This design comes from an exercise in tuning for small area, a short achievable clock period and few clock cycles per item on the open sky130 flow, not from production work.
Only simulation tests tie the RTL to the original design; equivalence was not proved.
No activity file was given, so power comes from the tool's default toggle rates.

$ cat run.sh
#!/bin/bash
# synth_recipe.tcl (not shown) runs the flow's synth.tcl, then flattens the netlist and writes it again
# the make line also repeats each setting of config.mk as NAME=value (left out here)
make -C /OpenROAD-flow-scripts/flow DESIGN_CONFIG=/design/flow/config.mk WORK_HOME=/design/flow/orfs CLKGATE_MAP_FILE= SYNTH_SCRIPT=/design/flow/synth_recipe.tcl finish
$ cat config.mk
export PLATFORM = sky130hd
export DESIGN_NAME = scalar_kalman_filter
export DESIGN_NICKNAME = scalar_kalman_filter
export VERILOG_FILES = /design/flow/design.v
export SDC_FILE = /design/flow/constraint.sdc
export NUM_CORES = 4
export LEC_CHECK = 0
export ABC_AREA = 1
export CAP_MARGIN = 20
export CORE_MARGIN = 2
export CORE_UTILIZATION = 40
export SETUP_SLACK_MARGIN = 0.5
export SLEW_MARGIN = 20
$ cat constraint.sdc
create_clock -name core_clock -period 5.0 [get_ports {clk_i}]
set_input_delay 1.0000 -clock core_clock [delete_from_list [all_inputs] [get_ports {clk_i}]]
set_output_delay 1.0000 -clock core_clock [all_outputs]
set_load 0.01 [all_outputs]
$ cat design.v
package skf_pkg;
  localparam int unsigned SampleW  = 16;
  localparam int unsigned EstW     = 32;
  localparam int unsigned CovW     = 32;
  localparam int unsigned FracW    = 24;
  localparam int unsigned CfgIdxW  = 2;
  localparam int unsigned CfgDataW = 32;
  localparam logic [CfgIdxW-1:0] CFG_PROCESS_NOISE      = 2'd0;
  localparam logic [CfgIdxW-1:0] CFG_MEASUREMENT_NOISE  = 2'd1;
  localparam logic [CfgIdxW-1:0] CFG_INITIAL_COVARIANCE = 2'd2;
  localparam logic [CovW-1:0] ProcessNoiseRst      = 32'd16777;
  localparam logic [CovW-1:0] MeasurementNoiseRst  = 32'd9110028;
  localparam logic [CovW-1:0] InitialCovarianceRst = 32'd335544;
endpackage
module skf_bk32 (
  input  logic [31:0] a,
  input  logic [31:0] b,
  input  logic ci,
  output logic [31:0] s,
  output logic co
);
  logic [31:0] p0, g0;
  assign p0 = a ^ b;
  assign g0 = a & b;
  logic gc0;
  assign gc0 = g0[0] | (p0[0] & ci);
  logic gg1, pp1;
  assign gg1 = g0[1] | (p0[1] & gc0);
  assign pp1 = p0[1] & p0[0];
  logic gg2, pp2;
  assign gg2 = g0[3] | (p0[3] & g0[2]);
  assign pp2 = p0[3] & p0[2];
  logic gg3, pp3;
  assign gg3 = g0[5] | (p0[5] & g0[4]);
  assign pp3 = p0[5] & p0[4];
  logic gg4, pp4;
  assign gg4 = g0[7] | (p0[7] & g0[6]);
  assign pp4 = p0[7] & p0[6];
  logic gg5, pp5;
  assign gg5 = g0[9] | (p0[9] & g0[8]);
  assign pp5 = p0[9] & p0[8];
  logic gg6, pp6;
  assign gg6 = g0[11] | (p0[11] & g0[10]);
  assign pp6 = p0[11] & p0[10];
  logic gg7, pp7;
  assign gg7 = g0[13] | (p0[13] & g0[12]);
  assign pp7 = p0[13] & p0[12];
  logic gg8, pp8;
  assign gg8 = g0[15] | (p0[15] & g0[14]);
  assign pp8 = p0[15] & p0[14];
  logic gg9, pp9;
  assign gg9 = g0[17] | (p0[17] & g0[16]);
  assign pp9 = p0[17] & p0[16];
  logic gg10, pp10;
  assign gg10 = g0[19] | (p0[19] & g0[18]);
  assign pp10 = p0[19] & p0[18];
  logic gg11, pp11;
  assign gg11 = g0[21] | (p0[21] & g0[20]);
  assign pp11 = p0[21] & p0[20];
  logic gg12, pp12;
  assign gg12 = g0[23] | (p0[23] & g0[22]);
  assign pp12 = p0[23] & p0[22];
  logic gg13, pp13;
  assign gg13 = g0[25] | (p0[25] & g0[24]);
  assign pp13 = p0[25] & p0[24];
  logic gg14, pp14;
  assign gg14 = g0[27] | (p0[27] & g0[26]);
  assign pp14 = p0[27] & p0[26];
  logic gg15, pp15;
  assign gg15 = g0[29] | (p0[29] & g0[28]);
  assign pp15 = p0[29] & p0[28];
  logic gg16, pp16;
  assign gg16 = g0[31] | (p0[31] & g0[30]);
  assign pp16 = p0[31] & p0[30];
  logic gg17, pp17;
  assign gg17 = gg2 | (pp2 & gg1);
  assign pp17 = pp2 & pp1;
  logic gg18, pp18;
  assign gg18 = gg4 | (pp4 & gg3);
  assign pp18 = pp4 & pp3;
  logic gg19, pp19;
  assign gg19 = gg6 | (pp6 & gg5);
  assign pp19 = pp6 & pp5;
  logic gg20, pp20;
  assign gg20 = gg8 | (pp8 & gg7);
  assign pp20 = pp8 & pp7;
  logic gg21, pp21;
  assign gg21 = gg10 | (pp10 & gg9);
  assign pp21 = pp10 & pp9;
  logic gg22, pp22;
  assign gg22 = gg12 | (pp12 & gg11);
  assign pp22 = pp12 & pp11;
  logic gg23, pp23;
  assign gg23 = gg14 | (pp14 & gg13);
  assign pp23 = pp14 & pp13;
  logic gg24, pp24;
  assign gg24 = gg16 | (pp16 & gg15);
  assign pp24 = pp16 & pp15;
  logic gg25, pp25;
  assign gg25 = gg18 | (pp18 & gg17);
  assign pp25 = pp18 & pp17;
  logic gg26, pp26;
  assign gg26 = gg20 | (pp20 & gg19);
  assign pp26 = pp20 & pp19;
  logic gg27, pp27;
  assign gg27 = gg22 | (pp22 & gg21);
  assign pp27 = pp22 & pp21;
  logic gg28, pp28;
  assign gg28 = gg24 | (pp24 & gg23);
  assign pp28 = pp24 & pp23;
  logic gg29, pp29;
  assign gg29 = gg26 | (pp26 & gg25);
  assign pp29 = pp26 & pp25;
  logic gg30, pp30;
  assign gg30 = gg28 | (pp28 & gg27);
  assign pp30 = pp28 & pp27;
  logic gg31, pp31;
  assign gg31 = gg30 | (pp30 & gg29);
  assign pp31 = pp30 & pp29;
  logic gg32, pp32;
  assign gg32 = gg27 | (pp27 & gg29);
  assign pp32 = pp27 & pp29;
  logic gg33, pp33;
  assign gg33 = gg19 | (pp19 & gg25);
  assign pp33 = pp19 & pp25;
  logic gg34, pp34;
  assign gg34 = gg21 | (pp21 & gg29);
  assign pp34 = pp21 & pp29;
  logic gg35, pp35;
  assign gg35 = gg23 | (pp23 & gg32);
  assign pp35 = pp23 & pp32;
  logic gg36, pp36;
  assign gg36 = gg3 | (pp3 & gg17);
  assign pp36 = pp3 & pp17;
  logic gg37, pp37;
  assign gg37 = gg5 | (pp5 & gg25);
  assign pp37 = pp5 & pp25;
  logic gg38, pp38;
  assign gg38 = gg7 | (pp7 & gg33);
  assign pp38 = pp7 & pp33;
  logic gg39, pp39;
  assign gg39 = gg9 | (pp9 & gg29);
  assign pp39 = pp9 & pp29;
  logic gg40, pp40;
  assign gg40 = gg11 | (pp11 & gg34);
  assign pp40 = pp11 & pp34;
  logic gg41, pp41;
  assign gg41 = gg13 | (pp13 & gg32);
  assign pp41 = pp13 & pp32;
  logic gg42, pp42;
  assign gg42 = gg15 | (pp15 & gg35);
  assign pp42 = pp15 & pp35;
  logic gg43, pp43;
  assign gg43 = g0[2] | (p0[2] & gg1);
  assign pp43 = p0[2] & pp1;
  logic gg44, pp44;
  assign gg44 = g0[4] | (p0[4] & gg17);
  assign pp44 = p0[4] & pp17;
  logic gg45, pp45;
  assign gg45 = g0[6] | (p0[6] & gg36);
  assign pp45 = p0[6] & pp36;
  logic gg46, pp46;
  assign gg46 = g0[8] | (p0[8] & gg25);
  assign pp46 = p0[8] & pp25;
  logic gg47, pp47;
  assign gg47 = g0[10] | (p0[10] & gg37);
  assign pp47 = p0[10] & pp37;
  logic gg48, pp48;
  assign gg48 = g0[12] | (p0[12] & gg33);
  assign pp48 = p0[12] & pp33;
  logic gg49, pp49;
  assign gg49 = g0[14] | (p0[14] & gg38);
  assign pp49 = p0[14] & pp38;
  logic gg50, pp50;
  assign gg50 = g0[16] | (p0[16] & gg29);
  assign pp50 = p0[16] & pp29;
  logic gg51, pp51;
  assign gg51 = g0[18] | (p0[18] & gg39);
  assign pp51 = p0[18] & pp39;
  logic gg52, pp52;
  assign gg52 = g0[20] | (p0[20] & gg34);
  assign pp52 = p0[20] & pp34;
  logic gg53, pp53;
  assign gg53 = g0[22] | (p0[22] & gg40);
  assign pp53 = p0[22] & pp40;
  logic gg54, pp54;
  assign gg54 = g0[24] | (p0[24] & gg32);
  assign pp54 = p0[24] & pp32;
  logic gg55, pp55;
  assign gg55 = g0[26] | (p0[26] & gg41);
  assign pp55 = p0[26] & pp41;
  logic gg56, pp56;
  assign gg56 = g0[28] | (p0[28] & gg35);
  assign pp56 = p0[28] & pp35;
  logic gg57, pp57;
  assign gg57 = g0[30] | (p0[30] & gg42);
  assign pp57 = p0[30] & pp42;
  logic [32:0] c;
  assign c[0] = ci;
  assign c[1] = gc0;
  assign c[2] = gg1;
  assign c[3] = gg43;
  assign c[4] = gg17;
  assign c[5] = gg44;
  assign c[6] = gg36;
  assign c[7] = gg45;
  assign c[8] = gg25;
  assign c[9] = gg46;
  assign c[10] = gg37;
  assign c[11] = gg47;
  assign c[12] = gg33;
  assign c[13] = gg48;
  assign c[14] = gg38;
  assign c[15] = gg49;
  assign c[16] = gg29;
  assign c[17] = gg50;
  assign c[18] = gg39;
  assign c[19] = gg51;
  assign c[20] = gg34;
  assign c[21] = gg52;
  assign c[22] = gg40;
  assign c[23] = gg53;
  assign c[24] = gg32;
  assign c[25] = gg54;
  assign c[26] = gg41;
  assign c[27] = gg55;
  assign c[28] = gg35;
  assign c[29] = gg56;
  assign c[30] = gg42;
  assign c[31] = gg57;
  assign c[32] = gg31;
  assign s  = p0 ^ c[31:0];
  assign co = c[32];
endmodule
module skf_bk34 (
  input  logic [33:0] a,
  input  logic [33:0] b,
  input  logic ci,
  output logic [33:0] s,
  output logic co
);
  logic [33:0] p0, g0;
  assign p0 = a ^ b;
  assign g0 = a & b;
  logic gc0;
  assign gc0 = g0[0] | (p0[0] & ci);
  logic gg1, pp1;
  assign gg1 = g0[1] | (p0[1] & gc0);
  assign pp1 = p0[1] & p0[0];
  logic gg2, pp2;
  assign gg2 = g0[3] | (p0[3] & g0[2]);
  assign pp2 = p0[3] & p0[2];
  logic gg3, pp3;
  assign gg3 = g0[5] | (p0[5] & g0[4]);
  assign pp3 = p0[5] & p0[4];
  logic gg4, pp4;
  assign gg4 = g0[7] | (p0[7] & g0[6]);
  assign pp4 = p0[7] & p0[6];
  logic gg5, pp5;
  assign gg5 = g0[9] | (p0[9] & g0[8]);
  assign pp5 = p0[9] & p0[8];
  logic gg6, pp6;
  assign gg6 = g0[11] | (p0[11] & g0[10]);
  assign pp6 = p0[11] & p0[10];
  logic gg7, pp7;
  assign gg7 = g0[13] | (p0[13] & g0[12]);
  assign pp7 = p0[13] & p0[12];
  logic gg8, pp8;
  assign gg8 = g0[15] | (p0[15] & g0[14]);
  assign pp8 = p0[15] & p0[14];
  logic gg9, pp9;
  assign gg9 = g0[17] | (p0[17] & g0[16]);
  assign pp9 = p0[17] & p0[16];
  logic gg10, pp10;
  assign gg10 = g0[19] | (p0[19] & g0[18]);
  assign pp10 = p0[19] & p0[18];
  logic gg11, pp11;
  assign gg11 = g0[21] | (p0[21] & g0[20]);
  assign pp11 = p0[21] & p0[20];
  logic gg12, pp12;
  assign gg12 = g0[23] | (p0[23] & g0[22]);
  assign pp12 = p0[23] & p0[22];
  logic gg13, pp13;
  assign gg13 = g0[25] | (p0[25] & g0[24]);
  assign pp13 = p0[25] & p0[24];
  logic gg14, pp14;
  assign gg14 = g0[27] | (p0[27] & g0[26]);
  assign pp14 = p0[27] & p0[26];
  logic gg15, pp15;
  assign gg15 = g0[29] | (p0[29] & g0[28]);
  assign pp15 = p0[29] & p0[28];
  logic gg16, pp16;
  assign gg16 = g0[31] | (p0[31] & g0[30]);
  assign pp16 = p0[31] & p0[30];
  logic gg17, pp17;
  assign gg17 = g0[33] | (p0[33] & g0[32]);
  assign pp17 = p0[33] & p0[32];
  logic gg18, pp18;
  assign gg18 = gg2 | (pp2 & gg1);
  assign pp18 = pp2 & pp1;
  logic gg19, pp19;
  assign gg19 = gg4 | (pp4 & gg3);
  assign pp19 = pp4 & pp3;
  logic gg20, pp20;
  assign gg20 = gg6 | (pp6 & gg5);
  assign pp20 = pp6 & pp5;
  logic gg21, pp21;
  assign gg21 = gg8 | (pp8 & gg7);
  assign pp21 = pp8 & pp7;
  logic gg22, pp22;
  assign gg22 = gg10 | (pp10 & gg9);
  assign pp22 = pp10 & pp9;
  logic gg23, pp23;
  assign gg23 = gg12 | (pp12 & gg11);
  assign pp23 = pp12 & pp11;
  logic gg24, pp24;
  assign gg24 = gg14 | (pp14 & gg13);
  assign pp24 = pp14 & pp13;
  logic gg25, pp25;
  assign gg25 = gg16 | (pp16 & gg15);
  assign pp25 = pp16 & pp15;
  logic gg26, pp26;
  assign gg26 = gg19 | (pp19 & gg18);
  assign pp26 = pp19 & pp18;
  logic gg27, pp27;
  assign gg27 = gg21 | (pp21 & gg20);
  assign pp27 = pp21 & pp20;
  logic gg28, pp28;
  assign gg28 = gg23 | (pp23 & gg22);
  assign pp28 = pp23 & pp22;
  logic gg29, pp29;
  assign gg29 = gg25 | (pp25 & gg24);
  assign pp29 = pp25 & pp24;
  logic gg30, pp30;
  assign gg30 = gg27 | (pp27 & gg26);
  assign pp30 = pp27 & pp26;
  logic gg31, pp31;
  assign gg31 = gg29 | (pp29 & gg28);
  assign pp31 = pp29 & pp28;
  logic gg32, pp32;
  assign gg32 = gg31 | (pp31 & gg30);
  assign pp32 = pp31 & pp30;
  logic gg33, pp33;
  assign gg33 = gg28 | (pp28 & gg30);
  assign pp33 = pp28 & pp30;
  logic gg34, pp34;
  assign gg34 = gg20 | (pp20 & gg26);
  assign pp34 = pp20 & pp26;
  logic gg35, pp35;
  assign gg35 = gg22 | (pp22 & gg30);
  assign pp35 = pp22 & pp30;
  logic gg36, pp36;
  assign gg36 = gg24 | (pp24 & gg33);
  assign pp36 = pp24 & pp33;
  logic gg37, pp37;
  assign gg37 = gg3 | (pp3 & gg18);
  assign pp37 = pp3 & pp18;
  logic gg38, pp38;
  assign gg38 = gg5 | (pp5 & gg26);
  assign pp38 = pp5 & pp26;
  logic gg39, pp39;
  assign gg39 = gg7 | (pp7 & gg34);
  assign pp39 = pp7 & pp34;
  logic gg40, pp40;
  assign gg40 = gg9 | (pp9 & gg30);
  assign pp40 = pp9 & pp30;
  logic gg41, pp41;
  assign gg41 = gg11 | (pp11 & gg35);
  assign pp41 = pp11 & pp35;
  logic gg42, pp42;
  assign gg42 = gg13 | (pp13 & gg33);
  assign pp42 = pp13 & pp33;
  logic gg43, pp43;
  assign gg43 = gg15 | (pp15 & gg36);
  assign pp43 = pp15 & pp36;
  logic gg44, pp44;
  assign gg44 = gg17 | (pp17 & gg32);
  assign pp44 = pp17 & pp32;
  logic gg45, pp45;
  assign gg45 = g0[2] | (p0[2] & gg1);
  assign pp45 = p0[2] & pp1;
  logic gg46, pp46;
  assign gg46 = g0[4] | (p0[4] & gg18);
  assign pp46 = p0[4] & pp18;
  logic gg47, pp47;
  assign gg47 = g0[6] | (p0[6] & gg37);
  assign pp47 = p0[6] & pp37;
  logic gg48, pp48;
  assign gg48 = g0[8] | (p0[8] & gg26);
  assign pp48 = p0[8] & pp26;
  logic gg49, pp49;
  assign gg49 = g0[10] | (p0[10] & gg38);
  assign pp49 = p0[10] & pp38;
  logic gg50, pp50;
  assign gg50 = g0[12] | (p0[12] & gg34);
  assign pp50 = p0[12] & pp34;
  logic gg51, pp51;
  assign gg51 = g0[14] | (p0[14] & gg39);
  assign pp51 = p0[14] & pp39;
  logic gg52, pp52;
  assign gg52 = g0[16] | (p0[16] & gg30);
  assign pp52 = p0[16] & pp30;
  logic gg53, pp53;
  assign gg53 = g0[18] | (p0[18] & gg40);
  assign pp53 = p0[18] & pp40;
  logic gg54, pp54;
  assign gg54 = g0[20] | (p0[20] & gg35);
  assign pp54 = p0[20] & pp35;
  logic gg55, pp55;
  assign gg55 = g0[22] | (p0[22] & gg41);
  assign pp55 = p0[22] & pp41;
  logic gg56, pp56;
  assign gg56 = g0[24] | (p0[24] & gg33);
  assign pp56 = p0[24] & pp33;
  logic gg57, pp57;
  assign gg57 = g0[26] | (p0[26] & gg42);
  assign pp57 = p0[26] & pp42;
  logic gg58, pp58;
  assign gg58 = g0[28] | (p0[28] & gg36);
  assign pp58 = p0[28] & pp36;
  logic gg59, pp59;
  assign gg59 = g0[30] | (p0[30] & gg43);
  assign pp59 = p0[30] & pp43;
  logic gg60, pp60;
  assign gg60 = g0[32] | (p0[32] & gg32);
  assign pp60 = p0[32] & pp32;
  logic [34:0] c;
  assign c[0] = ci;
  assign c[1] = gc0;
  assign c[2] = gg1;
  assign c[3] = gg45;
  assign c[4] = gg18;
  assign c[5] = gg46;
  assign c[6] = gg37;
  assign c[7] = gg47;
  assign c[8] = gg26;
  assign c[9] = gg48;
  assign c[10] = gg38;
  assign c[11] = gg49;
  assign c[12] = gg34;
  assign c[13] = gg50;
  assign c[14] = gg39;
  assign c[15] = gg51;
  assign c[16] = gg30;
  assign c[17] = gg52;
  assign c[18] = gg40;
  assign c[19] = gg53;
  assign c[20] = gg35;
  assign c[21] = gg54;
  assign c[22] = gg41;
  assign c[23] = gg55;
  assign c[24] = gg33;
  assign c[25] = gg56;
  assign c[26] = gg42;
  assign c[27] = gg57;
  assign c[28] = gg36;
  assign c[29] = gg58;
  assign c[30] = gg43;
  assign c[31] = gg59;
  assign c[32] = gg32;
  assign c[33] = gg60;
  assign c[34] = gg44;
  assign s  = p0 ^ c[33:0];
  assign co = c[34];
endmodule
module skf_bk35 (
  input  logic [34:0] a,
  input  logic [34:0] b,
  input  logic ci,
  output logic [34:0] s,
  output logic co
);
  logic [34:0] p0, g0;
  assign p0 = a ^ b;
  assign g0 = a & b;
  logic gc0;
  assign gc0 = g0[0] | (p0[0] & ci);
  logic gg1, pp1;
  assign gg1 = g0[1] | (p0[1] & gc0);
  assign pp1 = p0[1] & p0[0];
  logic gg2, pp2;
  assign gg2 = g0[3] | (p0[3] & g0[2]);
  assign pp2 = p0[3] & p0[2];
  logic gg3, pp3;
  assign gg3 = g0[5] | (p0[5] & g0[4]);
  assign pp3 = p0[5] & p0[4];
  logic gg4, pp4;
  assign gg4 = g0[7] | (p0[7] & g0[6]);
  assign pp4 = p0[7] & p0[6];
  logic gg5, pp5;
  assign gg5 = g0[9] | (p0[9] & g0[8]);
  assign pp5 = p0[9] & p0[8];
  logic gg6, pp6;
  assign gg6 = g0[11] | (p0[11] & g0[10]);
  assign pp6 = p0[11] & p0[10];
  logic gg7, pp7;
  assign gg7 = g0[13] | (p0[13] & g0[12]);
  assign pp7 = p0[13] & p0[12];
  logic gg8, pp8;
  assign gg8 = g0[15] | (p0[15] & g0[14]);
  assign pp8 = p0[15] & p0[14];
  logic gg9, pp9;
  assign gg9 = g0[17] | (p0[17] & g0[16]);
  assign pp9 = p0[17] & p0[16];
  logic gg10, pp10;
  assign gg10 = g0[19] | (p0[19] & g0[18]);
  assign pp10 = p0[19] & p0[18];
  logic gg11, pp11;
  assign gg11 = g0[21] | (p0[21] & g0[20]);
  assign pp11 = p0[21] & p0[20];
  logic gg12, pp12;
  assign gg12 = g0[23] | (p0[23] & g0[22]);
  assign pp12 = p0[23] & p0[22];
  logic gg13, pp13;
  assign gg13 = g0[25] | (p0[25] & g0[24]);
  assign pp13 = p0[25] & p0[24];
  logic gg14, pp14;
  assign gg14 = g0[27] | (p0[27] & g0[26]);
  assign pp14 = p0[27] & p0[26];
  logic gg15, pp15;
  assign gg15 = g0[29] | (p0[29] & g0[28]);
  assign pp15 = p0[29] & p0[28];
  logic gg16, pp16;
  assign gg16 = g0[31] | (p0[31] & g0[30]);
  assign pp16 = p0[31] & p0[30];
  logic gg17, pp17;
  assign gg17 = g0[33] | (p0[33] & g0[32]);
  assign pp17 = p0[33] & p0[32];
  logic gg18, pp18;
  assign gg18 = gg2 | (pp2 & gg1);
  assign pp18 = pp2 & pp1;
  logic gg19, pp19;
  assign gg19 = gg4 | (pp4 & gg3);
  assign pp19 = pp4 & pp3;
  logic gg20, pp20;
  assign gg20 = gg6 | (pp6 & gg5);
  assign pp20 = pp6 & pp5;
  logic gg21, pp21;
  assign gg21 = gg8 | (pp8 & gg7);
  assign pp21 = pp8 & pp7;
  logic gg22, pp22;
  assign gg22 = gg10 | (pp10 & gg9);
  assign pp22 = pp10 & pp9;
  logic gg23, pp23;
  assign gg23 = gg12 | (pp12 & gg11);
  assign pp23 = pp12 & pp11;
  logic gg24, pp24;
  assign gg24 = gg14 | (pp14 & gg13);
  assign pp24 = pp14 & pp13;
  logic gg25, pp25;
  assign gg25 = gg16 | (pp16 & gg15);
  assign pp25 = pp16 & pp15;
  logic gg26, pp26;
  assign gg26 = gg19 | (pp19 & gg18);
  assign pp26 = pp19 & pp18;
  logic gg27, pp27;
  assign gg27 = gg21 | (pp21 & gg20);
  assign pp27 = pp21 & pp20;
  logic gg28, pp28;
  assign gg28 = gg23 | (pp23 & gg22);
  assign pp28 = pp23 & pp22;
  logic gg29, pp29;
  assign gg29 = gg25 | (pp25 & gg24);
  assign pp29 = pp25 & pp24;
  logic gg30, pp30;
  assign gg30 = gg27 | (pp27 & gg26);
  assign pp30 = pp27 & pp26;
  logic gg31, pp31;
  assign gg31 = gg29 | (pp29 & gg28);
  assign pp31 = pp29 & pp28;
  logic gg32, pp32;
  assign gg32 = gg31 | (pp31 & gg30);
  assign pp32 = pp31 & pp30;
  logic gg33, pp33;
  assign gg33 = gg28 | (pp28 & gg30);
  assign pp33 = pp28 & pp30;
  logic gg34, pp34;
  assign gg34 = gg20 | (pp20 & gg26);
  assign pp34 = pp20 & pp26;
  logic gg35, pp35;
  assign gg35 = gg22 | (pp22 & gg30);
  assign pp35 = pp22 & pp30;
  logic gg36, pp36;
  assign gg36 = gg24 | (pp24 & gg33);
  assign pp36 = pp24 & pp33;
  logic gg37, pp37;
  assign gg37 = gg3 | (pp3 & gg18);
  assign pp37 = pp3 & pp18;
  logic gg38, pp38;
  assign gg38 = gg5 | (pp5 & gg26);
  assign pp38 = pp5 & pp26;
  logic gg39, pp39;
  assign gg39 = gg7 | (pp7 & gg34);
  assign pp39 = pp7 & pp34;
  logic gg40, pp40;
  assign gg40 = gg9 | (pp9 & gg30);
  assign pp40 = pp9 & pp30;
  logic gg41, pp41;
  assign gg41 = gg11 | (pp11 & gg35);
  assign pp41 = pp11 & pp35;
  logic gg42, pp42;
  assign gg42 = gg13 | (pp13 & gg33);
  assign pp42 = pp13 & pp33;
  logic gg43, pp43;
  assign gg43 = gg15 | (pp15 & gg36);
  assign pp43 = pp15 & pp36;
  logic gg44, pp44;
  assign gg44 = gg17 | (pp17 & gg32);
  assign pp44 = pp17 & pp32;
  logic gg45, pp45;
  assign gg45 = g0[2] | (p0[2] & gg1);
  assign pp45 = p0[2] & pp1;
  logic gg46, pp46;
  assign gg46 = g0[4] | (p0[4] & gg18);
  assign pp46 = p0[4] & pp18;
  logic gg47, pp47;
  assign gg47 = g0[6] | (p0[6] & gg37);
  assign pp47 = p0[6] & pp37;
  logic gg48, pp48;
  assign gg48 = g0[8] | (p0[8] & gg26);
  assign pp48 = p0[8] & pp26;
  logic gg49, pp49;
  assign gg49 = g0[10] | (p0[10] & gg38);
  assign pp49 = p0[10] & pp38;
  logic gg50, pp50;
  assign gg50 = g0[12] | (p0[12] & gg34);
  assign pp50 = p0[12] & pp34;
  logic gg51, pp51;
  assign gg51 = g0[14] | (p0[14] & gg39);
  assign pp51 = p0[14] & pp39;
  logic gg52, pp52;
  assign gg52 = g0[16] | (p0[16] & gg30);
  assign pp52 = p0[16] & pp30;
  logic gg53, pp53;
  assign gg53 = g0[18] | (p0[18] & gg40);
  assign pp53 = p0[18] & pp40;
  logic gg54, pp54;
  assign gg54 = g0[20] | (p0[20] & gg35);
  assign pp54 = p0[20] & pp35;
  logic gg55, pp55;
  assign gg55 = g0[22] | (p0[22] & gg41);
  assign pp55 = p0[22] & pp41;
  logic gg56, pp56;
  assign gg56 = g0[24] | (p0[24] & gg33);
  assign pp56 = p0[24] & pp33;
  logic gg57, pp57;
  assign gg57 = g0[26] | (p0[26] & gg42);
  assign pp57 = p0[26] & pp42;
  logic gg58, pp58;
  assign gg58 = g0[28] | (p0[28] & gg36);
  assign pp58 = p0[28] & pp36;
  logic gg59, pp59;
  assign gg59 = g0[30] | (p0[30] & gg43);
  assign pp59 = p0[30] & pp43;
  logic gg60, pp60;
  assign gg60 = g0[32] | (p0[32] & gg32);
  assign pp60 = p0[32] & pp32;
  logic gg61, pp61;
  assign gg61 = g0[34] | (p0[34] & gg44);
  assign pp61 = p0[34] & pp44;
  logic [35:0] c;
  assign c[0] = ci;
  assign c[1] = gc0;
  assign c[2] = gg1;
  assign c[3] = gg45;
  assign c[4] = gg18;
  assign c[5] = gg46;
  assign c[6] = gg37;
  assign c[7] = gg47;
  assign c[8] = gg26;
  assign c[9] = gg48;
  assign c[10] = gg38;
  assign c[11] = gg49;
  assign c[12] = gg34;
  assign c[13] = gg50;
  assign c[14] = gg39;
  assign c[15] = gg51;
  assign c[16] = gg30;
  assign c[17] = gg52;
  assign c[18] = gg40;
  assign c[19] = gg53;
  assign c[20] = gg35;
  assign c[21] = gg54;
  assign c[22] = gg41;
  assign c[23] = gg55;
  assign c[24] = gg33;
  assign c[25] = gg56;
  assign c[26] = gg42;
  assign c[27] = gg57;
  assign c[28] = gg36;
  assign c[29] = gg58;
  assign c[30] = gg43;
  assign c[31] = gg59;
  assign c[32] = gg32;
  assign c[33] = gg60;
  assign c[34] = gg44;
  assign c[35] = gg61;
  assign s  = p0 ^ c[34:0];
  assign co = c[35];
endmodule
module skf_bk36 (
  input  logic [35:0] a,
  input  logic [35:0] b,
  input  logic ci,
  output logic [35:0] s,
  output logic co
);
  logic [35:0] p0, g0;
  assign p0 = a ^ b;
  assign g0 = a & b;
  logic gc0;
  assign gc0 = g0[0] | (p0[0] & ci);
  logic gg1, pp1;
  assign gg1 = g0[1] | (p0[1] & gc0);
  assign pp1 = p0[1] & p0[0];
  logic gg2, pp2;
  assign gg2 = g0[3] | (p0[3] & g0[2]);
  assign pp2 = p0[3] & p0[2];
  logic gg3, pp3;
  assign gg3 = g0[5] | (p0[5] & g0[4]);
  assign pp3 = p0[5] & p0[4];
  logic gg4, pp4;
  assign gg4 = g0[7] | (p0[7] & g0[6]);
  assign pp4 = p0[7] & p0[6];
  logic gg5, pp5;
  assign gg5 = g0[9] | (p0[9] & g0[8]);
  assign pp5 = p0[9] & p0[8];
  logic gg6, pp6;
  assign gg6 = g0[11] | (p0[11] & g0[10]);
  assign pp6 = p0[11] & p0[10];
  logic gg7, pp7;
  assign gg7 = g0[13] | (p0[13] & g0[12]);
  assign pp7 = p0[13] & p0[12];
  logic gg8, pp8;
  assign gg8 = g0[15] | (p0[15] & g0[14]);
  assign pp8 = p0[15] & p0[14];
  logic gg9, pp9;
  assign gg9 = g0[17] | (p0[17] & g0[16]);
  assign pp9 = p0[17] & p0[16];
  logic gg10, pp10;
  assign gg10 = g0[19] | (p0[19] & g0[18]);
  assign pp10 = p0[19] & p0[18];
  logic gg11, pp11;
  assign gg11 = g0[21] | (p0[21] & g0[20]);
  assign pp11 = p0[21] & p0[20];
  logic gg12, pp12;
  assign gg12 = g0[23] | (p0[23] & g0[22]);
  assign pp12 = p0[23] & p0[22];
  logic gg13, pp13;
  assign gg13 = g0[25] | (p0[25] & g0[24]);
  assign pp13 = p0[25] & p0[24];
  logic gg14, pp14;
  assign gg14 = g0[27] | (p0[27] & g0[26]);
  assign pp14 = p0[27] & p0[26];
  logic gg15, pp15;
  assign gg15 = g0[29] | (p0[29] & g0[28]);
  assign pp15 = p0[29] & p0[28];
  logic gg16, pp16;
  assign gg16 = g0[31] | (p0[31] & g0[30]);
  assign pp16 = p0[31] & p0[30];
  logic gg17, pp17;
  assign gg17 = g0[33] | (p0[33] & g0[32]);
  assign pp17 = p0[33] & p0[32];
  logic gg18, pp18;
  assign gg18 = g0[35] | (p0[35] & g0[34]);
  assign pp18 = p0[35] & p0[34];
  logic gg19, pp19;
  assign gg19 = gg2 | (pp2 & gg1);
  assign pp19 = pp2 & pp1;
  logic gg20, pp20;
  assign gg20 = gg4 | (pp4 & gg3);
  assign pp20 = pp4 & pp3;
  logic gg21, pp21;
  assign gg21 = gg6 | (pp6 & gg5);
  assign pp21 = pp6 & pp5;
  logic gg22, pp22;
  assign gg22 = gg8 | (pp8 & gg7);
  assign pp22 = pp8 & pp7;
  logic gg23, pp23;
  assign gg23 = gg10 | (pp10 & gg9);
  assign pp23 = pp10 & pp9;
  logic gg24, pp24;
  assign gg24 = gg12 | (pp12 & gg11);
  assign pp24 = pp12 & pp11;
  logic gg25, pp25;
  assign gg25 = gg14 | (pp14 & gg13);
  assign pp25 = pp14 & pp13;
  logic gg26, pp26;
  assign gg26 = gg16 | (pp16 & gg15);
  assign pp26 = pp16 & pp15;
  logic gg27, pp27;
  assign gg27 = gg18 | (pp18 & gg17);
  assign pp27 = pp18 & pp17;
  logic gg28, pp28;
  assign gg28 = gg20 | (pp20 & gg19);
  assign pp28 = pp20 & pp19;
  logic gg29, pp29;
  assign gg29 = gg22 | (pp22 & gg21);
  assign pp29 = pp22 & pp21;
  logic gg30, pp30;
  assign gg30 = gg24 | (pp24 & gg23);
  assign pp30 = pp24 & pp23;
  logic gg31, pp31;
  assign gg31 = gg26 | (pp26 & gg25);
  assign pp31 = pp26 & pp25;
  logic gg32, pp32;
  assign gg32 = gg29 | (pp29 & gg28);
  assign pp32 = pp29 & pp28;
  logic gg33, pp33;
  assign gg33 = gg31 | (pp31 & gg30);
  assign pp33 = pp31 & pp30;
  logic gg34, pp34;
  assign gg34 = gg33 | (pp33 & gg32);
  assign pp34 = pp33 & pp32;
  logic gg35, pp35;
  assign gg35 = gg30 | (pp30 & gg32);
  assign pp35 = pp30 & pp32;
  logic gg36, pp36;
  assign gg36 = gg21 | (pp21 & gg28);
  assign pp36 = pp21 & pp28;
  logic gg37, pp37;
  assign gg37 = gg23 | (pp23 & gg32);
  assign pp37 = pp23 & pp32;
  logic gg38, pp38;
  assign gg38 = gg25 | (pp25 & gg35);
  assign pp38 = pp25 & pp35;
  logic gg39, pp39;
  assign gg39 = gg27 | (pp27 & gg34);
  assign pp39 = pp27 & pp34;
  logic gg40, pp40;
  assign gg40 = gg3 | (pp3 & gg19);
  assign pp40 = pp3 & pp19;
  logic gg41, pp41;
  assign gg41 = gg5 | (pp5 & gg28);
  assign pp41 = pp5 & pp28;
  logic gg42, pp42;
  assign gg42 = gg7 | (pp7 & gg36);
  assign pp42 = pp7 & pp36;
  logic gg43, pp43;
  assign gg43 = gg9 | (pp9 & gg32);
  assign pp43 = pp9 & pp32;
  logic gg44, pp44;
  assign gg44 = gg11 | (pp11 & gg37);
  assign pp44 = pp11 & pp37;
  logic gg45, pp45;
  assign gg45 = gg13 | (pp13 & gg35);
  assign pp45 = pp13 & pp35;
  logic gg46, pp46;
  assign gg46 = gg15 | (pp15 & gg38);
  assign pp46 = pp15 & pp38;
  logic gg47, pp47;
  assign gg47 = gg17 | (pp17 & gg34);
  assign pp47 = pp17 & pp34;
  logic gg48, pp48;
  assign gg48 = g0[2] | (p0[2] & gg1);
  assign pp48 = p0[2] & pp1;
  logic gg49, pp49;
  assign gg49 = g0[4] | (p0[4] & gg19);
  assign pp49 = p0[4] & pp19;
  logic gg50, pp50;
  assign gg50 = g0[6] | (p0[6] & gg40);
  assign pp50 = p0[6] & pp40;
  logic gg51, pp51;
  assign gg51 = g0[8] | (p0[8] & gg28);
  assign pp51 = p0[8] & pp28;
  logic gg52, pp52;
  assign gg52 = g0[10] | (p0[10] & gg41);
  assign pp52 = p0[10] & pp41;
  logic gg53, pp53;
  assign gg53 = g0[12] | (p0[12] & gg36);
  assign pp53 = p0[12] & pp36;
  logic gg54, pp54;
  assign gg54 = g0[14] | (p0[14] & gg42);
  assign pp54 = p0[14] & pp42;
  logic gg55, pp55;
  assign gg55 = g0[16] | (p0[16] & gg32);
  assign pp55 = p0[16] & pp32;
  logic gg56, pp56;
  assign gg56 = g0[18] | (p0[18] & gg43);
  assign pp56 = p0[18] & pp43;
  logic gg57, pp57;
  assign gg57 = g0[20] | (p0[20] & gg37);
  assign pp57 = p0[20] & pp37;
  logic gg58, pp58;
  assign gg58 = g0[22] | (p0[22] & gg44);
  assign pp58 = p0[22] & pp44;
  logic gg59, pp59;
  assign gg59 = g0[24] | (p0[24] & gg35);
  assign pp59 = p0[24] & pp35;
  logic gg60, pp60;
  assign gg60 = g0[26] | (p0[26] & gg45);
  assign pp60 = p0[26] & pp45;
  logic gg61, pp61;
  assign gg61 = g0[28] | (p0[28] & gg38);
  assign pp61 = p0[28] & pp38;
  logic gg62, pp62;
  assign gg62 = g0[30] | (p0[30] & gg46);
  assign pp62 = p0[30] & pp46;
  logic gg63, pp63;
  assign gg63 = g0[32] | (p0[32] & gg34);
  assign pp63 = p0[32] & pp34;
  logic gg64, pp64;
  assign gg64 = g0[34] | (p0[34] & gg47);
  assign pp64 = p0[34] & pp47;
  logic [36:0] c;
  assign c[0] = ci;
  assign c[1] = gc0;
  assign c[2] = gg1;
  assign c[3] = gg48;
  assign c[4] = gg19;
  assign c[5] = gg49;
  assign c[6] = gg40;
  assign c[7] = gg50;
  assign c[8] = gg28;
  assign c[9] = gg51;
  assign c[10] = gg41;
  assign c[11] = gg52;
  assign c[12] = gg36;
  assign c[13] = gg53;
  assign c[14] = gg42;
  assign c[15] = gg54;
  assign c[16] = gg32;
  assign c[17] = gg55;
  assign c[18] = gg43;
  assign c[19] = gg56;
  assign c[20] = gg37;
  assign c[21] = gg57;
  assign c[22] = gg44;
  assign c[23] = gg58;
  assign c[24] = gg35;
  assign c[25] = gg59;
  assign c[26] = gg45;
  assign c[27] = gg60;
  assign c[28] = gg38;
  assign c[29] = gg61;
  assign c[30] = gg46;
  assign c[31] = gg62;
  assign c[32] = gg34;
  assign c[33] = gg63;
  assign c[34] = gg47;
  assign c[35] = gg64;
  assign c[36] = gg39;
  assign s  = p0 ^ c[35:0];
  assign co = c[36];
endmodule
module scalar_kalman_filter (
  input  logic                          clk_i,
  input  logic                          rst_ni,
  input  logic                          sample_valid_i,
  output logic                          sample_ready_o,
  input  logic [skf_pkg::SampleW-1:0]   sample_i,
  output logic                          estimate_valid_o,
  input  logic                          estimate_ready_i,
  output logic [skf_pkg::EstW-1:0]      estimate_o,
  input  logic                          cfg_valid_i,
  output logic                          cfg_ready_o,
  input  logic [skf_pkg::CfgIdxW-1:0]   cfg_index_i,
  input  logic [skf_pkg::CfgDataW-1:0]  cfg_data_i
);
  logic [31:0] q_q, r_q, p_q;
  logic [31:0] x_q;
  logic        out_valid_q;
  logic        bvalid_q;
  logic [15:0] b_q;
  localparam int S_IDLE = 0, S_DEN = 1, S_DIV = 2, S_ACC = 3, S_FIN = 4;
  logic [4:0]  pst_q;
  logic [3:0]  pcnt_q;
  logic [31:0] pp_q, den_q, rem_q;
  logic [24:0] qr_q;
  logic [34:0] a_q;        
  logic [20:0] us_q, uc_q;  
  logic        zero_q;
  logic        qvalid_q;    
  logic        conv_q;      
  logic        chk_q;       
  localparam logic [1:0] X_IDLE = 2'd0, X_MUL = 2'd1, X_FIN = 2'd2;
  logic [1:0]  xst_q;
  logic        xstep_q;     
  logic [32:0] d_q;
  logic [20:0] bsel_q;      
  logic        xfin_q;      
  logic [37:0] as_q, ac_q;  
  logic [11:0] ls_q, lc_q;  
  logic        cp_q;        
  logic [33:0] alu_a, alu_b, alu_s;
  logic [31:0] alu_sat;
  logic        alu_ci;
  logic [33:0] f_a, f_b, f_c, f_s, f_c2;
  assign f_a  = {2'b00, pp_q};
  assign f_b  = ~{2'b00, us_q, a_q[34:24]};
  assign f_c  = ~{2'b00, uc_q, 11'd0};
  assign f_s  = f_a ^ f_b ^ f_c;
  assign f_c2 = {((f_a[32:0] & f_b[32:0]) | (f_a[32:0] & f_c[32:0]) | (f_b[32:0] & f_c[32:0])), 1'b1};
  assign alu_a  = ({34{pst_q[S_IDLE]}} & {2'b00, p_q}) |
                  ({34{pst_q[S_DEN]}}  & {2'b00, pp_q}) |
                  ({34{pst_q[S_FIN]}}  & f_s);
  assign alu_b  = ({34{pst_q[S_IDLE]}} & {2'b00, q_q}) |
                  ({34{pst_q[S_DEN]}}  & {2'b00, r_q}) |
                  ({34{pst_q[S_FIN]}}  & f_c2);
  assign alu_ci = pst_q[S_FIN] & (a_q[23:0] == 24'd0);
  skf_bk34 u_palu (.a(alu_a), .b(alu_b), .ci(alu_ci), .s(alu_s), .co());
  assign alu_sat = alu_s[32] ? 32'hFFFF_FFFF : alu_s[31:0];
  logic int_bit, zero_n;
  assign zero_n  = (pp_q == 32'd0) && (r_q == 32'd0);
  assign int_bit = ((r_q == 32'd0) || (pp_q == 32'hFFFF_FFFF)) && !zero_n;
  logic peq, start;
  assign peq   = chk_q && (den_q == p_q);
  assign start = pst_q[S_IDLE] && bvalid_q && !qvalid_q && !conv_q && !peq;
  logic [33:0] rem4;
  logic [34:0] s1, s2, s3, t_x, t_y, t_z, t_s, t_c;
  logic [35:0] t_sum;
  logic [1:0]  qd;
  logic [31:0] rem_n;
  assign rem4  = {rem_q, 2'b00};
  skf_bk35 u_s1 (.a({1'b0, rem4}), .b(~{3'b000, den_q}), .ci(1'b1), .s(s1), .co());
  skf_bk35 u_s2 (.a({1'b0, rem4}), .b(~{2'b00, den_q, 1'b0}), .ci(1'b1), .s(s2), .co());
  assign t_x   = {1'b0, rem4};
  assign t_y   = ~{2'b00, den_q, 1'b0};
  assign t_z   = ~{3'b000, den_q};
  assign t_s   = t_x ^ t_y ^ t_z;
  assign t_c   = (t_x & t_y) | (t_x & t_z) | (t_y & t_z);
  skf_bk36 u_s3 (.a({t_s, 1'b1}), .b({t_c[33:0], 2'b11}), .ci(1'b0), .s(t_sum), .co());
  assign s3    = t_sum[35:1];
  always_comb begin
    if (zero_q)        begin qd = 2'd0; rem_n = rem4[31:0]; end
    else if (!s3[34])  begin qd = 2'd3; rem_n = s3[31:0];   end
    else if (!s2[34])  begin qd = 2'd2; rem_n = s2[31:0];   end
    else if (!s1[34])  begin qd = 2'd1; rem_n = s1[31:0];   end
    else               begin qd = 2'd0; rem_n = rem4[31:0]; end
  end
  logic [34:0] ax, ay, az, as_, ac;
  logic [35:0] alo;
  assign ax  = {a_q[32:0], 2'b00};
  assign ay  = qr_q[1] ? {2'b00, pp_q, 1'b0} : 35'd0;
  assign az  = qr_q[0] ? {3'b000, pp_q} : 35'd0;
  assign as_ = ax ^ ay ^ az;
  assign ac  = (ax & ay) | (ax & az) | (ay & az);
  skf_bk36 u_alo (.a({1'b0, as_}), .b({ac, 1'b0}), .ci(1'b0), .s(alo), .co());
  logic        kready, fin_ok, dload;
  logic [32:0] r_s, r_c;
  logic        r_cy;
  logic [32:0] dl_a, dl_b, dl_c, dl_d, dl_s1, dl_c1, dl_s2, dl_c2;
  logic [33:0] dl_sum;
  logic [31:0] xa_s, xa_c;
  logic [31:0] x_n;
  assign kready = qvalid_q || conv_q;
  assign fin_ok = !out_valid_q || estimate_ready_i;
  assign dload  = bvalid_q && kready &&
                  ((xst_q == X_IDLE) || (xfin_q && fin_ok));
  logic [12:0] lowsum;
  assign lowsum = {1'b0, ls_q} + {1'b0, lc_q} + {12'd0, cp_q};
  assign r_s  = xfin_q ? as_q[32:0] : 33'd0;
  assign r_c  = xfin_q ? ac_q[32:0] : 33'd0;
  assign r_cy = xfin_q & lowsum[12];
  assign dl_a  = {b_q[15], b_q, 16'h0000};
  assign dl_b  = ~{x_q[31], x_q};
  assign dl_c  = ~r_s;
  assign dl_d  = ~r_c;
  assign dl_s1 = dl_a ^ dl_b ^ dl_c;
  assign dl_c1 = {((dl_a[31:0] & dl_b[31:0]) | (dl_a[31:0] & dl_c[31:0]) | (dl_b[31:0] & dl_c[31:0])), 1'b1};
  assign dl_s2 = dl_s1 ^ dl_c1 ^ dl_d;
  assign dl_c2 = {((dl_s1[31:0] & dl_c1[31:0]) | (dl_s1[31:0] & dl_d[31:0]) | (dl_c1[31:0] & dl_d[31:0])), 1'b1};
  skf_bk34 u_dadd (.a({1'b0, dl_s2}), .b({1'b0, dl_c2}), .ci(!r_cy), .s(dl_sum), .co());
  assign xa_s = x_q ^ as_q[31:0] ^ ac_q[31:0];
  assign xa_c = {((x_q[30:0] & as_q[30:0]) | (x_q[30:0] & ac_q[30:0]) | (as_q[30:0] & ac_q[30:0])), 1'b0};
  skf_bk32 u_xadd (.a(xa_s), .b(xa_c), .ci(lowsum[12]), .s(x_n), .co());
  function automatic logic [20:0] booth7(input logic [13:0] k, input logic km1);
    logic [14:0] kk;
    kk = {k, km1};
    for (int i = 0; i < 7; i++) begin
      booth7[3*i+2] = kk[2*i+2] && !(kk[2*i+1] && kk[2*i]);
      booth7[3*i+1] = (kk[2*i+2] && !kk[2*i+1] && !kk[2*i]) ||
                      (!kk[2*i+2] && kk[2*i+1] && kk[2*i]);
      booth7[3*i]   = kk[2*i+1] ^ kk[2*i];
    end
  endfunction
  logic [20:0] bsel_lo, bsel_hi;
  always_comb begin
    bsel_lo = booth7({2'b00, qr_q[11:0]}, 1'b0);
    bsel_lo[20:18] = 3'b000;
    bsel_hi = booth7({1'b0, qr_q[24:12]}, qr_q[11]);
  end
  localparam int MW = 50;
  logic [MW-1:0] dw, pp [7];
  logic [6:0]    pneg;
  logic [MW-1:0] m_as, m_ac;
  logic [MW-1:0] l1as, l1ac, l1bs, l1bc, l1cs, l1cc, l2as, l2ac, l2bs, l2bc;
  logic [MW-1:0] l3s, l3c, vs, vc;
  function automatic logic [MW-1:0] csa_s(input logic [MW-1:0] a, b, c);
    csa_s = a ^ b ^ c;
  endfunction
  function automatic logic [MW-1:0] csa_c(input logic [MW-1:0] a, b, c, input logic cin);
    csa_c = {((a[MW-2:0] & b[MW-2:0]) | (a[MW-2:0] & c[MW-2:0]) | (b[MW-2:0] & c[MW-2:0])), cin};
  endfunction
  always_comb begin
    dw = {{(MW-33){d_q[32]}}, d_q};
    for (int i = 0; i < 7; i++) begin
      logic [MW-1:0] m;
      m = ({MW{bsel_q[3*i]}} & dw) | ({MW{bsel_q[3*i+1]}} & {dw[MW-2:0], 1'b0});
      m = m ^ {MW{bsel_q[3*i+2]}};
      pneg[i] = bsel_q[3*i+2];
      pp[i] = (m << (2*i)) | ({MW{pneg[i]}} & ((MW'(1) << (2*i)) - MW'(1)));
    end
    m_as = xstep_q ? {{(MW-38){as_q[37]}}, as_q} : '0;
    m_ac = xstep_q ? {{(MW-38){ac_q[37]}}, ac_q} : '0;
    l1as = csa_s(m_as, m_ac, pp[0]);   l1ac = csa_c(m_as, m_ac, pp[0], pneg[0]);
    l1bs = csa_s(pp[1], pp[2], pp[3]); l1bc = csa_c(pp[1], pp[2], pp[3], pneg[1]);
    l1cs = csa_s(pp[4], pp[5], pp[6]); l1cc = csa_c(pp[4], pp[5], pp[6], pneg[2]);
    l2as = csa_s(l1as, l1ac, l1bs);    l2ac = csa_c(l1as, l1ac, l1bs, pneg[3]);
    l2bs = csa_s(l1bc, l1cs, l1cc);    l2bc = csa_c(l1bc, l1cs, l1cc, pneg[4]);
    l3s  = csa_s(l2as, l2ac, l2bs);    l3c  = csa_c(l2as, l2ac, l2bs, pneg[5]);
    vs   = csa_s(l3s, l3c, l2bc);      vc   = csa_c(l3s, l3c, l2bc, pneg[6]);
  end
  always_ff @(posedge clk_i or negedge rst_ni) begin
    if (!rst_ni) begin
      q_q         <= skf_pkg::ProcessNoiseRst;
      r_q         <= skf_pkg::MeasurementNoiseRst;
      p_q         <= skf_pkg::InitialCovarianceRst;
      x_q         <= '0;
      out_valid_q <= 1'b0;
      bvalid_q    <= 1'b0;
      pst_q       <= 5'b00001;
      pcnt_q      <= '0;
      qvalid_q    <= 1'b0;
      conv_q      <= 1'b0;
      chk_q       <= 1'b0;
      xst_q       <= X_IDLE;
      xfin_q      <= 1'b0;
      xstep_q     <= 1'b0;
    end else begin
      if (sample_valid_i && !bvalid_q) bvalid_q <= 1'b1;
      else if (dload)                  bvalid_q <= 1'b0;
      chk_q <= pst_q[S_FIN];
      if (peq) conv_q <= 1'b1;
      if (start) pst_q <= 5'b00010;
      if (pst_q[S_DEN]) begin
        pst_q  <= 5'b00100;
        pcnt_q <= '0;
      end
      if (pst_q[S_DIV]) begin
        pcnt_q <= pcnt_q + 4'd1;
        if (pcnt_q == 4'd11) begin
          pst_q    <= 5'b01000;
          qvalid_q <= 1'b1;
        end
      end
      if (pst_q[S_ACC]) pst_q <= 5'b10000;
      if (pst_q[S_FIN]) begin
        pst_q <= 5'b00001;
        p_q   <= alu_s[31:0];
      end
      if (dload && !(pst_q[S_DIV] && pcnt_q == 4'd11)) qvalid_q <= 1'b0;
      unique case (xst_q)
        X_IDLE: if (dload) begin xst_q <= X_MUL; xstep_q <= 1'b0; end
        X_MUL: begin
          xstep_q <= 1'b1;
          if (xstep_q) begin
            xst_q  <= X_FIN;
            xfin_q <= 1'b1;
          end
        end
        X_FIN: if (fin_ok) begin
          xfin_q  <= 1'b0;
          x_q     <= x_n;
          xst_q   <= dload ? X_MUL : X_IDLE;
          xstep_q <= 1'b0;
        end
        default: xst_q <= X_IDLE;
      endcase
      if (xst_q == X_FIN && fin_ok) out_valid_q <= 1'b1;
      else if (estimate_ready_i)     out_valid_q <= 1'b0;
      if (cfg_valid_i) begin
        unique case (cfg_index_i)
          skf_pkg::CFG_PROCESS_NOISE:      q_q <= cfg_data_i;
          skf_pkg::CFG_MEASUREMENT_NOISE:  r_q <= cfg_data_i;
          skf_pkg::CFG_INITIAL_COVARIANCE: p_q <= cfg_data_i;
          default: ;
        endcase
        if (cfg_index_i != 2'd3) begin
          conv_q   <= 1'b0;
          qvalid_q <= 1'b0;
        end
      end
    end
  end
  always_ff @(posedge clk_i) begin
    if (sample_valid_i && !bvalid_q) b_q <= sample_i;
    if (pst_q[S_IDLE]) pp_q <= alu_sat;
    if (pst_q[S_DEN]) begin
      den_q  <= alu_sat;
      zero_q <= zero_n;
    end else if (pst_q[S_FIN]) begin
      den_q  <= p_q;
    end
    rem_q <= pst_q[S_DEN] ? (int_bit ? 32'd0 : pp_q) : rem_n;
    if (pst_q[S_DEN])      qr_q <= {24'd0, int_bit};
    else if (pst_q[S_DIV]) qr_q <= {qr_q[22:0], qd};
    if (pst_q[S_DEN]) begin
      a_q  <= '0;
      us_q <= '0;
      uc_q <= '0;
    end else begin
      a_q  <= alo[34:0];
      us_q <= {us_q[18:0], a_q[34:33]};
      uc_q <= {uc_q[18:0], 1'b0, alo[35]};
    end
    if (dload) begin
      d_q    <= dl_sum[32:0];
      bsel_q <= bsel_lo;
    end else begin
      bsel_q <= bsel_hi;
    end
    if (xst_q == X_MUL) begin
      as_q <= vs[49:12];
      ac_q <= vc[49:12];
      ls_q <= vs[11:0];
      lc_q <= vc[11:0];
      cp_q <= xstep_q & lowsum[12];
    end
  end
  assign sample_ready_o   = !bvalid_q;
  assign cfg_ready_o      = 1'b1;
  assign estimate_valid_o = out_valid_q;
  assign estimate_o       = x_q;
endmodule
==> results of run 1 <==
[sequential cells by signal, indices dropped and copies added (netlist names), 2 cells and up]
signal and count:
pcnt_q 4, bsel_q 20, as_q 36, us_q 21, ls_q 12, lc_q 11
ac_q 37, rem_q 32, b_q 16, a_q 35, qr_q 25, r_q 32
pst_q 5, xst_q 2, x_q 32, uc_q 11, den_q 32, d_q 33
pp_q 32, q_q 32, p_q 32
[metrics by stage]
stage	instances	hold WS, ps	setup slack (ps)
6_report	6709	432	742
5_1_grt	6709	451	475
4_1_cts	6704	425	509
3_5_place_dp	6581	423	272
3_3_place_gp	6581	416	268
2_1_floorplan	5143	407	784
[cells by family (layout without fill, tap and decap cells)]
family	after synthesis	in the layout	synth area share (%)
adder cells (fa/ha/maj)	836	836	31.9
AO/OA/AOI/OAI	758	758	9.89
flip-flops	501	501	28.2
other	1	1	0.00819
buffers and inverters	1162	1216	9.76
AND/OR/NAND/NOR	1554	1554	14.0
XOR/XNOR	331	331	6.33
[critical path, stage by stage, from the launching register on]
cell,delay (ps)
edfxtp_1,460
inv_1,110
ha_1,290
o221ai_1,150
fa_1,420
fa_1,480
nand2_1,80
nand2_1,40
o21ai_0,130
o211ai_2,200
nand2_1,120
nand2_2,140
a21o_1,230
a31o_2,220
fa_1,430
xor2_1,160
nand3b_2,220
nand2_1,80
nand2_1,50
[final timing paths]
kind                       slack [ps]  cells past startpoint  startpoint         to
max                               740                     18     pp_q[0]  den_q[27]
min                               430                      1      rst_ni     x_q[7]
max reg2reg                       740                     18     pp_q[0]  den_q[27]
min reg2reg                       430                      2    us_q[17]   us_q[19]
max in group asynchronous        3540                      2      rst_ni    p_q[25]
min in group core_clock           430                      2    us_q[17]   us_q[19]
[where the power goes]
group / total (mW) / switching (mW) / internal (mW)
Clock: 5.05 / 2.02 / 3.03
Combinational: 16.6 / 9.52 / 7.11
Sequential: 7.26 / 0.895 / 6.36
[cells in the final DEF, fill, tap and decap left out, types with 16 or more instances in the layout]
cell and n:
nand2_1 1056, inv_1 919, fa_1 547, ha_1 285, xor2_1 271, nor2_1 252
o22ai_1 244, edfxtp_1 212, o21ai_0 201, dfxtp_1 142, a21oi_1 139, dfrtp_1 119
nand3_1 117, clkdlybuf4s50_1 87, clkbuf_16 71, buf_4 61, xnor2_1 59, o211ai_1 38
nand4_1 33, o21ai_1 29, dfstp_2 22, nand3b_2 21, nor4_1 21, a31oi_1 16
[layout make-up]
| type | instances | area, um^2 |
|---|---|---|
| repair buffers | 160 | 1540 |
| inverters | 933 | 3510 |
| clock inverters | 31 | 330 |
| flip-flops and latches | 501 | 12900 |
| well taps | 1512 | 1890 |
| fillers | 11160 | 63200 |
| multi-input cells | 3480 | 28600 |
| clock buffers | 92 | 1970 |
[routing by layer]
layer | wire length, um | share of wire, %
met1 | 53700 | 41
met2 | 63300 | 49
met3 | 7580 | 5.8
met4 | 5690 | 4.4
met5 | 0 | 0
[what timing repair did]
item,in CTS,in global routing
pin swaps,1,5
gates resized for setup,8,21
setup buffers,0,5
setup endpoints to repair,3,29
==> impl_metrics.tcl, run 1 <==
set metrics [dict create \
    cts_buffers 67 \
    mappedNetlistArea_um2 45800 \
    netlist.area_leader.share_pct 24.0 \
    use_met2_pct 38.3 \
    setup_tns_ps 0 \
    endpoint_kind "flip-flop" \
    crit_type "reg2reg" \
    via_count 34993 \
    cts_hold_buf 0 \
    ys_ff_latch 501 \
    drive_above_1_share_pct 5.75 \
    path_max_fanout 6 \
    grt_pass1_vias 36446 \
    synth_top_flop_cell "edfxtp_1" \
    cp_data_arrival_time_ps 4650 \
    p_leak_nw 24.8 \
    ios 90 \
    worst_ep_required_time_ps 5400 \
    p_per_area_nw_per_um2 571 \
    synth_area_leader_cell "fa_1" \
    finalMaxSlewViolations 0 \
    gr-usage-all-layers_pct 22.6 \
    io_buffers 88 \
    hold_class "in2async" \
    fp.dieW_um 342 \
    drv_cap 0 \
    fp-row-count 124 \
    clkSinkCount 501 \
    grt.overflow.total 0 \
    synth_most_common_cell "nand2_1" \
    die_h_um 342 \
    h-tree-depth 3 \
    remaining_drc_errors 0 \
    antenna_found_initial 0 \
    syn_avg_cell_area_um2 8.90 \
    hold_viol_final 0 \
    finalNetCount 6034 \
    ys_types 58 \
    setup_viol 0 \
    synth-edff-count 212 \
    stdcell_area_um2 50700 \
    area_growth_pct 10.7 \
    viasPerCell 5.22 \
    slew_headroom_pct 23.4 \
    ant_nets 0 \
    drt_wl_total_um 130000 \
    period_needed_ps 4260 \
    grt_first_pass_wirelength_um 206000 \
    initial_core_util_pct 40.2 \
    dieArea_um2 117000 \
    outcome "complete, no violations" \
    globalRouteMet3Util_pct 3.51 \
    grt_max_degree 95 \
    antennaDiodeCount 0 \
    finalClockSkew_ps 27.3 \
    utilization_pct 44.5 \
    syn_nets 6034 \
    wire_per_inst_um 19.4 \
    dr.pass1.iters 5 \
    ys_top_cells_by_area "fa_1 24%, edfxtp_1 14%, nand2_1 8.7%" \
    cts_root_buf "clkbuf_16" \
    fmax_mhz 235 \
    use_met1_pct 28.7 \
    cts_tree "done" \
    gp_congestion 0.915 \
    ir_worst_vdd_mv 0.387 \
    yosysSeqAreaShare_pct 28.2 \
    clk_latency_ps 650 \
    rsz0062_at_grt "yes" \
    start_kind "flip-flop" \
    synth-async-reset-ratio_pct 29.1 \
    ys_warn_count 2 \
    placed_cell_area_um2 48300 \
    grt_busiest_layer "met2" \
    drt_iter0_drc 2500 \
    clkTransAtPathRegs_ps 60 \
    synth_common_cells "1066 x nand2_1, 921 x inv_1, 550 x fa_1" \
    finalPower_mw 28.9 \
    fin_crit_sh_pct 85.2 \
    dp_hpwl_um 97700 \
    clk_path_buf_depth 3 \
    postSynthCellCount 5143 \
    core_um2 114000 \
    tightest_slew_ps 1150 \
]
Testbench counts, summed over its fixed seeds: cycles 38,079, items 4,800.
==> run 2, diff against run 1 <==
--- a/config.mk
+++ b/config.mk
@@ -10,4 +10,4 @@
 export CORE_MARGIN = 2
 export CORE_UTILIZATION = 40
-export SETUP_SLACK_MARGIN = 0.5
+export SETUP_SLACK_MARGIN = 0.7
 export SLEW_MARGIN = 20
==> run 2 against run 1 <==
Routed wire length hardly changed. Still clean on timing, DRC and antenna. Final cell count grew 0.10%. Clock skew up 2.9 ps. Critical endpoint is now x_q[31]. Register-to-register slack gained 80 ps. Core utilization is 0.12 points higher. Highest routed layer unchanged. Sequential power hardly changed. Sequential cell count unchanged. Area after synthesis is the same. Via count fell by 0.20%. First-iteration DRC count up 1.2%. Synthesized cell count unchanged. Combinational power barely moved.
==> impl_metrics.tcl, run 2 <==
set metrics [dict create \
    postSynthCellCount 5143 \
    fin_crit_sh_pct 83.5 \
    yosysSeqAreaShare_pct 28.2 \
    drive_above_1_share_pct 6.21 \
    grt_pass1_vias 36435 \
    grt_max_degree 95 \
    outcome "complete, no violations" \
    synth_most_common_cell "nand2_1" \
    cp_data_arrival_time_ps 4700 \
    fp-row-count 124 \
    p_int_mw 16.6 \
    ys_ff_latch 501 \
    largest-register "ac_q" \
    ys_top_cells_by_area "fa_1 24%, edfxtp_1 14%, nand2_1 8.7%" \
    antenna_found_initial 0 \
    ff2ff_path_depth 28 \
    gp_congestion 0.915 \
    tightest_slew_ps 1140 \
    placed_cell_area_um2 48300 \
    fp.dieW_um 342 \
    finalMaxSlewViolations 0 \
    largestRegisters "ac_q (37), as_q (36), a_q (35)" \
    clkTransAtPathRegs_ps 60 \
    stdcell_area_um2 50900 \
    switching_share_pct 43.0 \
    power_frac_seq_pct 24.9 \
    yosys.area_share.simple_pct 14.0 \
    ir_worst_vdd_mv 0.396 \
    h-tree-depth 3 \
    finalNetCount 6040 \
    endpoint_kind "flip-flop" \
    worst_ep_required_time_ps 5530 \
    r2r_end "x_q[31]" \
    cp_slowest_cell "fa_2" \
    cts_hold_buf 0 \
    p_sw_mw 12.5 \
    gr-usage-all-layers_pct 22.6 \
    ant_nets 0 \
    final_cell_mix "1052 x nand2_1, 913 x inv_1, 545 x fa_1, 285 x ha_1, 271 x xor2_1" \
    crit_path_max_incr_delay_ps 400 \
    slew_headroom_pct 23.8 \
    cts_buffers 67 \
    clk_path_buf_depth 3 \
    path_common_cell "nand2_1" \
    wire_per_inst_um 19.4 \
    cts_tree "done" \
    r2r_slack_ps 830 \
    crit_type "reg2reg" \
    start_kind "flip-flop" \
    grt.overflow.total 0 \
    p_leak_nw 24.8 \
    synth_top_family_by_area "adder cells" \
    synth-async-reset-ratio_pct 29.1 \
    largest_reg_flops 37 \
    finalClockSkew_ps 30.1 \
    p_clk_share_pct 17.4 \
    mappedNetlistArea_um2 45800 \
    setup_tns_ps 0 \
    remaining_drc_errors 0 \
    setup_viol 0 \
    synth-edff-count 212 \
    dieArea_um2 117000 \
    path_max_fanout 4 \
    drt_wl_total_um 130000 \
    clkSinkCount 501 \
    ys_warn_count 2 \
    synth_top_flop_cell "edfxtp_1" \
    grt_first_pass_wirelength_um 206000 \
    combPwrFrac_pct 57.7 \
    area_growth_pct 11.0 \
    synth_adder_area_share_pct 31.9 \
    via_count 34922 \
    clk_latency_ps 650 \
    synth-xor-area-share_pct 6.33 \
    final_common_cell "nand2_1" \
    syn_avg_cell_area_um2 8.90 \
    ys_types 58 \
    r2r_start "ls_q[7]" \
    initial_core_util_pct 40.2 \
    drt_iter0_drc 2531 \
    rsz0062_at_grt "yes" \
    io_buffers 88 \
    ios 90 \
    syn_nets 6034 \
    dp_hpwl_um 97700 \
    p_per_area_nw_per_um2 572 \
    dr.pass1.iters 8 \
    core_um2 114000 \
    muxShareOfSynthArea_pct 0 \
    fmax_mhz 240 \
    synth_area_leader_cell "fa_1" \
    synth_common_cells "1066 x nand2_1, 921 x inv_1, 550 x fa_1" \
    hold_viol_final 0 \
    viasPerCell 5.20 \
    hold_class "in2async" \
    period_needed_ps 4170 \
    die_h_um 342 \
    synth_compound_area_share_pct 9.89 \
    drv_cap 0 \
    cts_root_buf "clkbuf_16" \
    netlist.area_leader.share_pct 24.0 \
]
run 2: cell types whose count changed in the layout (fill, tap and decap cells not counted), moves of 2 or more:
cell	before	now
inv_1	919	913
inv_2	10	16
nand2_1	1056	1052
buf_4	61	64
buf_12	9	11
fa_1	547	545
fa_2	3	5
nand2_2	14	16
nand2_4	4	6
run 2: area by class of cell:
class / count / area [um^2]
inverter: 933 / 3510
clock buffer: 92 / 1970
clock inverter: 31 / 330
fill: 11154 / 63000
multi-input combinational: 3480 / 28600
antenna: 1 / 2.50
sequential: 501 / 12900
timing repair buffer: 166 / 1620
tap: 1512 / 1890
run 2: worst max path at each step:
stage,from,end,slack (ps),cells past startpoint
finish,ls_q[7],x_q[31],830,28
global route,ls_q[7],x_q[31],520,28
CTS,ls_q[5],x_q[31],620,28
detailed placement,ls_q[5],x_q[31],270,28
global placement,ls_q[5],x_q[31],270,28
floorplan,pst_q[0],den_q[30],780,20
run 2: power groups by stage:
stage	clock network [mW]	registers [mW]	logic [mW]
floorplan	0	6.98	11.3
global placement	0	7.32	16.1
detailed placement	0	7.34	16.5
CTS	5.14	7.25	16.9
global route	5.29	7.34	19.3
finish	5.06	7.24	16.8
run 2: per-layer routing:
layer	wire length [um]	part of all wire, %	vias up	global-route usage (%)
met5	0	0	-	0
met1	53300	41	17207	28.8
met3	7770	6.0	264	3.53
met2	63400	49	1052	38.2
li1	-	-	16399	-
met4	5670	4.4	0	9.55
run 2: stage by stage:
| stage | utilization [%] | hold slack, ps | setup WS [ps] | instances | power (mW) |
|---|---|---|---|---|---|
| after floorplan | - | 407 | 784 | 5143 | 18.3 |
| after global placement | 42.4 | 416 | 268 | 6581 | 23.5 |
| after detailed placement | 42.4 | 423 | 272 | 6581 | 23.8 |
| after CTS | 44.5 | 425 | 620 | 6709 | 29.3 |
| after global routing | 44.7 | 451 | 517 | 6715 | 31.9 |
| final | 44.7 | 429 | 826 | 6716 | 29.1 |
run 2: critical path, delay by kind of cell, from the launching register on:
family          cells  cell delay [ps]
flops               1              370
xor+xnor            3              460
simple gates       12              920
fa+ha+maj           4             1300
compound gates      6              690
buf+inv             3              290
run 2: timing repair:
action	CTS	global route
setup buffers	5	6
pin swaps	1	8
setup endpoints to repair	21	109
resized for setup	14	39
run 2: cell families (layout without fill, tap and decap cells):
kind of cell,after synthesis,count (layout)
buf+inv,1162,1222
fa+ha+maj,836,836
flops,501,501
simple gates,1554,1554
compound gates,758,758
other cells,1,2
xor+xnor,331,331

[afterwards: timing with drivers on the ports]
Ports are ideal in the flow. The routed layouts listed here were re-timed in OpenROAD. Step 1 assumes that a clkbuf_16 drives the clock port and a buf_2 every other input. Step 2 moves the port delays by t, midway between the first and last clock arrival at a register: inputs arrive t later, outputs are due t later. That takes back most of the time a late clock gives input paths. Three values: ideal ports, drivers, drivers and shift; two values: the first two.
run	t (ns)	setup WS [ns]	worst setup path after step 2	worst register clock-pin slew, ns	worst data-port slew with drivers (ns)
run 1	0.698	0.742 / 0.742 / 0.742	register to register	0.06 / 0.06	0.06
run 2	0.702	0.826 / 0.826 / 0.826	register to register	0.06 / 0.06	0.06
After both steps every run listed still meets setup and hold.
